Source: an optimization exercise on an open RTL-to-GDS flow (aim: small area and a short achievable clock period). Production flows keep margins and buffers that such runs may drop.
Function was checked by simulation only, so behaviour that the tests miss may differ from the original.

Design eth_stream_top, start of the top module:
module eth_stream_top (
	input logic clk_125,
	input logic rst_crc,
	input logic spi_sclk,
	input logic spi_mosi,
	input logic spi_cs_n,
	input logic [31:0] ch0_data,
	input logic ch0_wr,
	input logic [31:0] ch1_data,
	input logic ch1_wr,
	input logic [15:0] numb_inter,
	input logic time_clr,
	input logic tx_rdy,
	output logic [31:0] tx_data,
	output logic tx_sop,
	output logic tx_eop,
	output logic tx_wren
);
	logic stream_off;
	logic [31:0] ip_my;
	logic [31:0] ip_dest;
	logic [15:0] port_my;
	logic [15:0] port_dest_p1;
	logic [47:0] mac_my;
	logic [47:0] mac_dest;
	logic rdy0;
	logic rdy1;
	logic wr_ok0;
	logic wr_ok1;
	logic [9:0] wr_oh0;
	logic [9:0] wr_oh1;
	logic alloc0;
	logic alloc1;
	logic [9:0] new_oh0;
	logic [9:0] new_oh1;
	logic [3:0] head0;
	logic [3:0] head1;
	logic can_start;
	logic pick;
	logic [15:0] pkt_cnt;
	logic reading;
	logic sel;
	logic [3:0] word_cnt;
	logic wr_slot;
	logic desc_valid;
	logic [3:0] burst_id;
	logic commit;
	logic frame_done;
	logic [9:0] rd_oh;
	logic rd_shift;
	logic [31:0] rd_word;
	spi_config_regs u_spi (
		.clk_125(clk_125), .rst_crc(rst_crc),
		.spi_sclk(spi_sclk), .spi_mosi(spi_mosi), .spi_cs_n(spi_cs_n),
		.stream_off(stream_off), .ip_my(ip_my), .ip_dest(ip_dest),
		.port_my(port_my), .port_dest_p1(port_dest_p1),
		.mac_my(mac_my), .mac_dest(mac_dest)
	);
	channel_fifo u_fifo0 (
		.clk_125(clk_125), .rst_crc(rst_crc), .flush(stream_off),
		.wr(ch0_wr), .rd(reading && !sel), .wc(word_cnt), .new_oh(new_oh0),
		.wr_ok(wr_ok0), .wr_oh(wr_oh0), .alloc(alloc0), .head_blk(head0), .rdy(rdy0)
	);
	channel_fifo u_fifo1 (
		.clk_125(clk_125), .rst_crc(rst_crc), .flush(stream_off),
		.wr(ch1_wr), .rd(reading && sel), .wc(word_cnt), .new_oh(new_oh1),
		.wr_ok(wr_ok1), .wr_oh(wr_oh1), .alloc(alloc1), .head_blk(head1), .rdy(rdy1)
	);
	block_pool u_pool (
  ...
==> module stream_framer, before the edit <==
module stream_framer (
	input logic clk_125,
	input logic rst_crc,
	input logic [31:0] ip_my,
	input logic [31:0] ip_dest,
	input logic [15:0] port_my,
	input logic [15:0] port_dest_p1,
	input logic [47:0] mac_my,
	input logic [47:0] mac_dest,
	input logic can_start,
	input logic pick,
	input logic [31:0] stamp_in,
	input logic wr_slot,
	input logic desc_valid,
	input logic [3:0] burst_id,
	output logic [9:0] rd_oh,  
	output logic rd_shift,
	input logic [31:0] rd_word,
	input logic tx_rdy,
	output logic [31:0] tx_data,
	output logic tx_sop,
	output logic tx_eop,
	output logic tx_wren,
	output logic frame_done
);
	logic [31:0] stamp0;
	logic [31:0] stamp1;
	logic chan0;
	logic chan1;
	logic q_valid;
	logic [3:0] q_blk;
	logic [9:0] cur_oh;
	logic busy;
	logic [4:0] beat;
	logic cur;  
	logic take;
	logic accept;
	logic last_beat;
	logic [15:0] h_mac_dest_lo;
	logic [47:0] h_mac_my;
	logic [31:0] h_ip_my;
	logic [31:0] h_ip_dest;
	logic [15:0] h_port_my;
	logic [15:0] h_port_dest_p1;
	logic [31:0] txd;
	logic [31:0] acc;
	logic [31:0] sum;
	logic [31:0] next_word;
	logic sop_q;
	logic eop_q;
	logic pay_q;  
	assign take = !busy && q_valid;
	assign accept = busy && tx_rdy;
	assign last_beat = beat == 5'd24;
	assign frame_done = accept && last_beat;
	assign rd_shift = accept && pay_q;
	assign rd_oh = cur_oh;
	always_ff @(posedge clk_125)
	begin
		if (can_start && !wr_slot)
		begin
			stamp0 <= stamp_in;
			chan0 <= pick;
		end
		if (can_start && wr_slot)
		begin
			stamp1 <= stamp_in;
			chan1 <= pick;
		end
	end
	always_ff @(posedge clk_125)
	begin
		if (rst_crc)
			q_valid <= 1'b0;
		else
		begin
			if (take)
				q_valid <= 1'b0;
			if (desc_valid)
				q_valid <= 1'b1;
		end
	end
	always_ff @(posedge clk_125)
	begin
		if (desc_valid)
			q_blk <= burst_id;
		if (take)
			for (int b = 0; b < 10; b++)
				cur_oh[b] <= q_blk == 4'(b);
	end
	always_ff @(posedge clk_125)
	begin
		if (rst_crc)
		begin
			busy <= 1'b0;
			beat <= '0;
			cur <= 1'b0;
			sop_q <= 1'b0;
			eop_q <= 1'b0;
			pay_q <= 1'b0;
		end
		else if (take)
		begin
			busy <= 1'b1;
			beat <= '0;
			sop_q <= 1'b1;
			eop_q <= 1'b0;
			pay_q <= 1'b0;
		end
		else if (accept)
		begin
			sop_q <= 1'b0;
			eop_q <= beat == 5'd23;
			pay_q <= (beat >= 5'd6) && (beat <= 5'd21);
			if (last_beat)
			begin
				busy <= 1'b0;
				beat <= '0;
				cur <= !cur;
			end
			else
				beat <= beat + 1'b1;
		end
	end
	always_ff @(posedge clk_125)
	begin
		if (take)
		begin
			h_mac_dest_lo <= mac_dest[15:0];
			h_mac_my <= mac_my;
			h_ip_my <= ip_my;
			h_ip_dest <= ip_dest;
			h_port_my <= port_my;
			h_port_dest_p1 <= port_dest_p1;
		end
	end
	assign sum = acc + txd;
	always_ff @(posedge clk_125)
	begin
		if (accept && (beat >= 5'd8) && (beat <= 5'd22))
			acc <= (beat == 5'd8) ? txd : sum;
	end
	always_comb
	begin
		case (beat)
			5'd0: next_word = {h_mac_dest_lo, h_mac_my[47:32]};
			5'd1: next_word = h_mac_my[31:0];
			5'd2: next_word = h_ip_my;
			5'd3: next_word = h_ip_dest;
			5'd4: next_word = {h_port_my, h_port_dest_p1};
			5'd5: next_word = cur ? stamp1 : stamp0;
			5'd6: next_word = {15'd0, cur ? chan1 : chan0, 16'd64};
			5'd23: next_word = sum;
			default: next_word = rd_word;
		endcase
	end
	always_ff @(posedge clk_125)
	begin
		if (take)
			txd <= mac_dest[47:16];
		else if (accept)
			txd <= next_word;
	end
	assign tx_data = txd;
	assign tx_sop = sop_q;
	assign tx_eop = eop_q;
	assign tx_wren = accept;
endmodule
Settings: LEC_CHECK=0, CAP_MARGIN=20, CORE_MARGIN=2, CORE_UTILIZATION=55, CTS_CLUSTER_DIAMETER=80, CTS_CLUSTER_SIZE=30, PLACE_DENSITY=0.68, SETUP_SLACK_MARGIN=4.5, SLEW_MARGIN=20; clock period 8.0 ns.
run.sh (not shown) runs the stock make flow with config.mk's settings and CLKGATE_MAP_FILE= SYNTH_SCRIPT=/design/flow/synth_recipe.tcl, a recipe that flattens the netlist after the stock synthesis.
Rerun with:
--- a/flow/design.v
+++ b/flow/design.v
@@ -494,16 +494,15 @@
 	logic [31:0] acc;
 	logic [31:0] sum;
 	logic [31:0] next_word;
 	logic sop_q;
 	logic eop_q;
-	logic pay_q;  
 	assign take = !busy && q_valid;
 	assign accept = busy && tx_rdy;
 	assign last_beat = beat == 5'd24;
 	assign frame_done = accept && last_beat;
-	assign rd_shift = accept && pay_q;
+	assign rd_shift = accept && (beat >= 5'd7) && (beat <= 5'd22);
 	assign rd_oh = cur_oh;
 	always_ff @(posedge clk_125)
 	begin
 		if (can_start && !wr_slot)
 		begin
@@ -543,25 +542,22 @@
 			busy <= 1'b0;
 			beat <= '0;
 			cur <= 1'b0;
 			sop_q <= 1'b0;
 			eop_q <= 1'b0;
-			pay_q <= 1'b0;
 		end
 		else if (take)
 		begin
 			busy <= 1'b1;
 			beat <= '0;
 			sop_q <= 1'b1;
 			eop_q <= 1'b0;
-			pay_q <= 1'b0;
 		end
 		else if (accept)
 		begin
 			sop_q <= 1'b0;
 			eop_q <= beat == 5'd23;
-			pay_q <= (beat >= 5'd6) && (beat <= 5'd21);
 			if (last_beat)
 			begin
 				busy <= 1'b0;
 				beat <= '0;
 				cur <= !cur;
What happened:
- The new run went through all stages and came out clean
- setup slack is about the same
- design area came out higher by about 0.37%
- routed wire length came out higher by 3.4%
- die area is about the same
- hold slack improves by 0.020 ns

## separate check: timing with driven ports
The flow's constraints put no driver on any port. The routed layouts listed below were extracted and timed again, unchanged, in two steps.
Step 1 (the two cells are an assumption about what drives the block):
set clk [get_ports {clk_125}]
set_driving_cell -lib_cell sky130_fd_sc_hd__clkbuf_16 $clk
set_driving_cell -lib_cell sky130_fd_sc_hd__buf_2 [delete_from_list [all_inputs] $clk]
Step 2, shift: input delay + t, output delay - t, t = (earliest + latest rising clock arrival at the registers) / 2. This alone moves slack from input paths to output paths.
Three values: ideal ports, drivers, drivers and shift; two values: the first two.
run	shift t [ns]	setup WS [ns]	latest minus earliest clock arrival (ns)	slew at the worst register clock pin (ns)	pins driven straight from the clock port
the first run	1.046	4.398 / 4.377 / 3.606	0.079 / 0.080	0.12 / 0.12	1
the second run	1.030	4.401 / 4.401 / 3.521	0.096 / 0.096	0.12 / 0.12	1
After both steps every run listed still meets setup and hold. For the second run, which loses most, drivers alone change the setup slack by 0.000 ns; drivers and shift together by -0.880 ns.
